Background: an optimization exercise with open tools, aiming at small area, a short achievable clock period and few clock cycles per item. Do not read the settings as production practice.
Where RTL was checked, it was by simulation tests only, not by an equivalence proof against the original.

== onyx ==
Design asin_iter, start of the top module:
module asin_iter (
    input  logic        clk,
    input  logic        rst,
    input  logic        start,
    input  logic [31:0] x,
    output logic        busy,
    output logic        done,
    output logic [31:0] asin,
    output logic        sat
);
    localparam int ITERS = 9;   
    typedef enum logic [1:0] {IDLE, TAB, PA, PB} state_t;
    state_t             state;
    logic [3:0]         it;
    logic               sat_r;
    logic [31:0]        xr;
    logic signed [17:0] lo, hi, m;
    logic [16:0]        am;       
    logic               mneg;     
    logic [19:0]        sin;      
    logic [17:0]        p3r;      
    localparam logic signed [17:0] T1 = 18'sd0;
    localparam logic signed [17:0] t2_0 = -18'sd46342;
    localparam logic signed [17:0] t2_1 = 18'sd46342;
    function automatic logic signed [17:0] t3_0(input logic [0:0] i);
        case (i)
            1'd0: t3_0 = -18'sd60548;
            1'd1: t3_0 = 18'sd25080;
            default: t3_0 = '0;
        endcase
    endfunction
    function automatic logic signed [17:0] t3_1(input logic [0:0] i);
        case (i)
            1'd0: t3_1 = -18'sd25080;
            1'd1: t3_1 = 18'sd60548;
            default: t3_1 = '0;
        endcase
    endfunction
    function automatic logic signed [17:0] t4_0(input logic [1:0] i);
        case (i)
            2'd0: t4_0 = -18'sd64277;
            2'd1: t4_0 = -18'sd36410;
            2'd2: t4_0 = 18'sd12786;
            2'd3: t4_0 = 18'sd54492;
            default: t4_0 = '0;
        endcase
    endfunction
    function automatic logic signed [17:0] t4_1(input logic [1:0] i);
        case (i)
            2'd0: t4_1 = -18'sd54492;
            2'd1: t4_1 = -18'sd12786;
            2'd2: t4_1 = 18'sd36410;
            2'd3: t4_1 = 18'sd64277;
            default: t4_1 = '0;
        endcase
    endfunction
    function automatic logic signed [17:0] t5_0(input logic [2:0] i);
        case (i)
            3'd0: t5_0 = -18'sd65220;
            3'd1: t5_0 = -18'sd57798;
            3'd2: t5_0 = -18'sd41576;
            3'd3: t5_0 = -18'sd19024;
            3'd4: t5_0 = 18'sd6424;
            3'd5: t5_0 = 18'sd30894;
            3'd6: t5_0 = 18'sd50661;
            3'd7: t5_0 = 18'sd62714;
            default: t5_0 = '0;
        endcase
  ...
clock: 130.0 ns
lec_check: 0
cap_margin: 20
core_margin: 2
core_utilization: 60
place_density: 0.75
slew_margin: 20
run.sh (not shown) runs the stock make flow with config.mk's settings and CLKGATE_MAP_FILE= SYNTH_SCRIPT=/design/flow/synth_recipe.tcl, a recipe that flattens the netlist after the stock synthesis.
Inputs modified between onyx and pepper:
# onyx
export LEC_CHECK = 0
export CAP_MARGIN = 20
export CORE_MARGIN = 2
export CORE_UTILIZATION = 60
export PLACE_DENSITY = 0.75
export SLEW_MARGIN = 20
create_clock -name core_clock -period 130.0 [get_ports {clk}]
# pepper
export LEC_CHECK = 0
export CAP_MARGIN = 20
export CORE_MARGIN = 2
export CORE_UTILIZATION = 40
export SLEW_MARGIN = 20
create_clock -name core_clock -period 130.0 [get_ports {clk}]
==> comparison <==
Design area (higher): pepper. The total vias in the final route of pepper was superior to that of onyx. pepper and onyx ended up with nearly the same fraction of layout cells with a size suffix above 1. Core utilization: pepper < onyx. pepper against onyx: setup slack lost 0.35 ns; cell count after placement now sits higher; routed wire length now larger.
No run of this note included a check of the RTL's function; only the layout flow was run.

---

Another version of the RTL of asin_iter (not shown whole).
For scale: roughly 8700 cells after synthesis, about 170 flip-flops, ~70 I/O pins, roughly 0.065 mm² of cells after synthesis.
Settings: LEC_CHECK=0, CAP_MARGIN=20, CORE_MARGIN=2, CORE_UTILIZATION=40, SLEW_MARGIN=20; clock period 130.0 ns.
Testbench counts at the start, summed over its fixed seeds: cycles 18,918, items 1,024.
Edit:
CAP_MARGIN = 70   (was 20)
SLEW_MARGIN = 70   (was 20)
Effect:
- design area is higher by 5.8%
- synthesized area does not change
- wire length grows by 0.56%
- synthesized cell count stays the same
- worst hold slack is better by 41 ps
- die area is unchanged
- first-iteration DRC count is higher by 2.3%
- critical path depth drops by 84
- core utilization went up by 2.5 points
- worst setup slack gains 540 ps
Edit:
ABC_AREA = 1   (was not set)
CAP_MARGIN = 20   (was 70)
SLEW_MARGIN = 20   (was 70)
Effect: The changed run finished clean. Global-route usage rose by 3.9 points. Register-to-register slack degrades by 3600 ps. Fmax fell by a few percent. Non-clock buffer count fell by 221. Core utilization fell by 2.4 points.

---

Setup of try-violet:
Another version of the RTL of asin_iter (not shown whole).
Size in the first run: roughly 70 I/O pins, roughly 0.055 mm2 of cells after synthesis.
Settings: LEC_CHECK=0, ABC_AREA=1, CAP_MARGIN=20, CORE_MARGIN=2, CORE_UTILIZATION=50, CTS_CLUSTER_DIAMETER=25, CTS_CLUSTER_SIZE=10, SLEW_MARGIN=20; clock period 130.0 ns.
standard.sh (not shown) runs the stock make flow with config.mk's settings and CLKGATE_MAP_FILE= SYNTH_SCRIPT=/design/flow/synth_recipe.tcl, a recipe that flattens the netlist after the stock synthesis.
==> flow/flow/run.sh <==
#!/bin/bash
# The standard layout, except that between synthesis and floorplan the netlist's
# full adders are re-polarised by fixinv.py to drop inverters between them
# (a full adder is self-dual). Each step logs to a file of its own here.
set -euo pipefail
R=orfs/results/${FLOW_PLATFORM}/asin_iter/base
bash standard.sh synth > synth.log 2>&1
cp "$R/1_2_yosys.v" yosys_netlist_before_fixinv.v
python3 flow/fixinv.py "$R/1_2_yosys.v" > fixinv.log 2>&1
rm -f "$R/1_synth.odb" "$R/1_synth.sdc"
bash standard.sh finish > layout.log 2>&1
Other scripts of this flow, unchanged in this note and not shown: flow/flow/fixinv.py
Testbench counts of try-violet, summed over its fixed seeds: cycles 18,918, items 1,024.
Edits applied to the flow inputs when going from try-violet to try-ember:
- changing CORE_UTILIZATION from 50 to 40
## What came out
- try-ember reached the end of the flow, and the finished layout is clean on the timing, design-rule and antenna checks.
- Per the comparison of try-ember with try-violet, overall fraction of global-route tracks in use has decreased, timing-limited maximum frequency has increased, antenna cell count has decreased.
The following lists how try-nickel was set up differently from try-ember:
- swapping 20 for 45 in SLEW_MARGIN
## What came out
try-ember and try-nickel ended up with nearly the same final instance count without filler cells. Relative to try-ember, area added between synthesis and finish has increased by 0.31 points in try-nickel. Going from try-ember to try-nickel, the fmax was found to have gone down by 0.30 MHz. Compared with try-ember, in try-nickel routed wire length roughly the same, number of global-route vias before repair rose 444, critical path depth went up 1, via count rose 225.

## re-timing with driven ports
The results above use ideal ports. As a check the final layouts listed here were re-extracted and re-timed, cells and wires unchanged. Step 1 assumes that a clkbuf_16 drives the clock port and a buf_2 every other input. Step 2, shift: input delay + t, output delay - t, t = (earliest + latest rising clock arrival at the registers) / 2. This alone moves slack from input paths to output paths. a / b / c = ideal / step 1 / step 2; a / b = the first two.
run | t, ns | setup WS [ns] | hold WS [ns] | worst setup path at the end
onyx | 0.581 | 99.965 / 99.965 / 99.965 | 0.522 / 0.522 / 0.522 | register to register
pepper | 0.569 | 99.617 / 99.617 / 99.617 | 0.508 / 0.508 / 0.508 | register to register
the first run of note 2 | 0.606 | 101.596 / 101.596 / 101.596 | 0.518 / 0.518 / 0.518 | register to register
the second run of note 2 | 0.607 | 102.138 / 102.063 / 102.670 | 0.559 / 0.559 / 0.559 | register to output
the third run of note 2 | 0.617 | 101.013 / 101.013 / 101.013 | 0.519 / 0.519 / 0.519 | register to register
try-violet | 0.488 | 101.115 / 101.115 / 101.115 | 0.518 / 0.518 / 0.518 | register to register
try-ember | 0.494 | 101.253 / 101.253 / 101.253 | 0.528 / 0.528 / 0.528 | register to register
try-nickel | 0.490 | 101.002 / 101.002 / 101.002 | 0.526 / 0.526 / 0.526 | register to register
After both steps setup and hold are still met in every run listed.
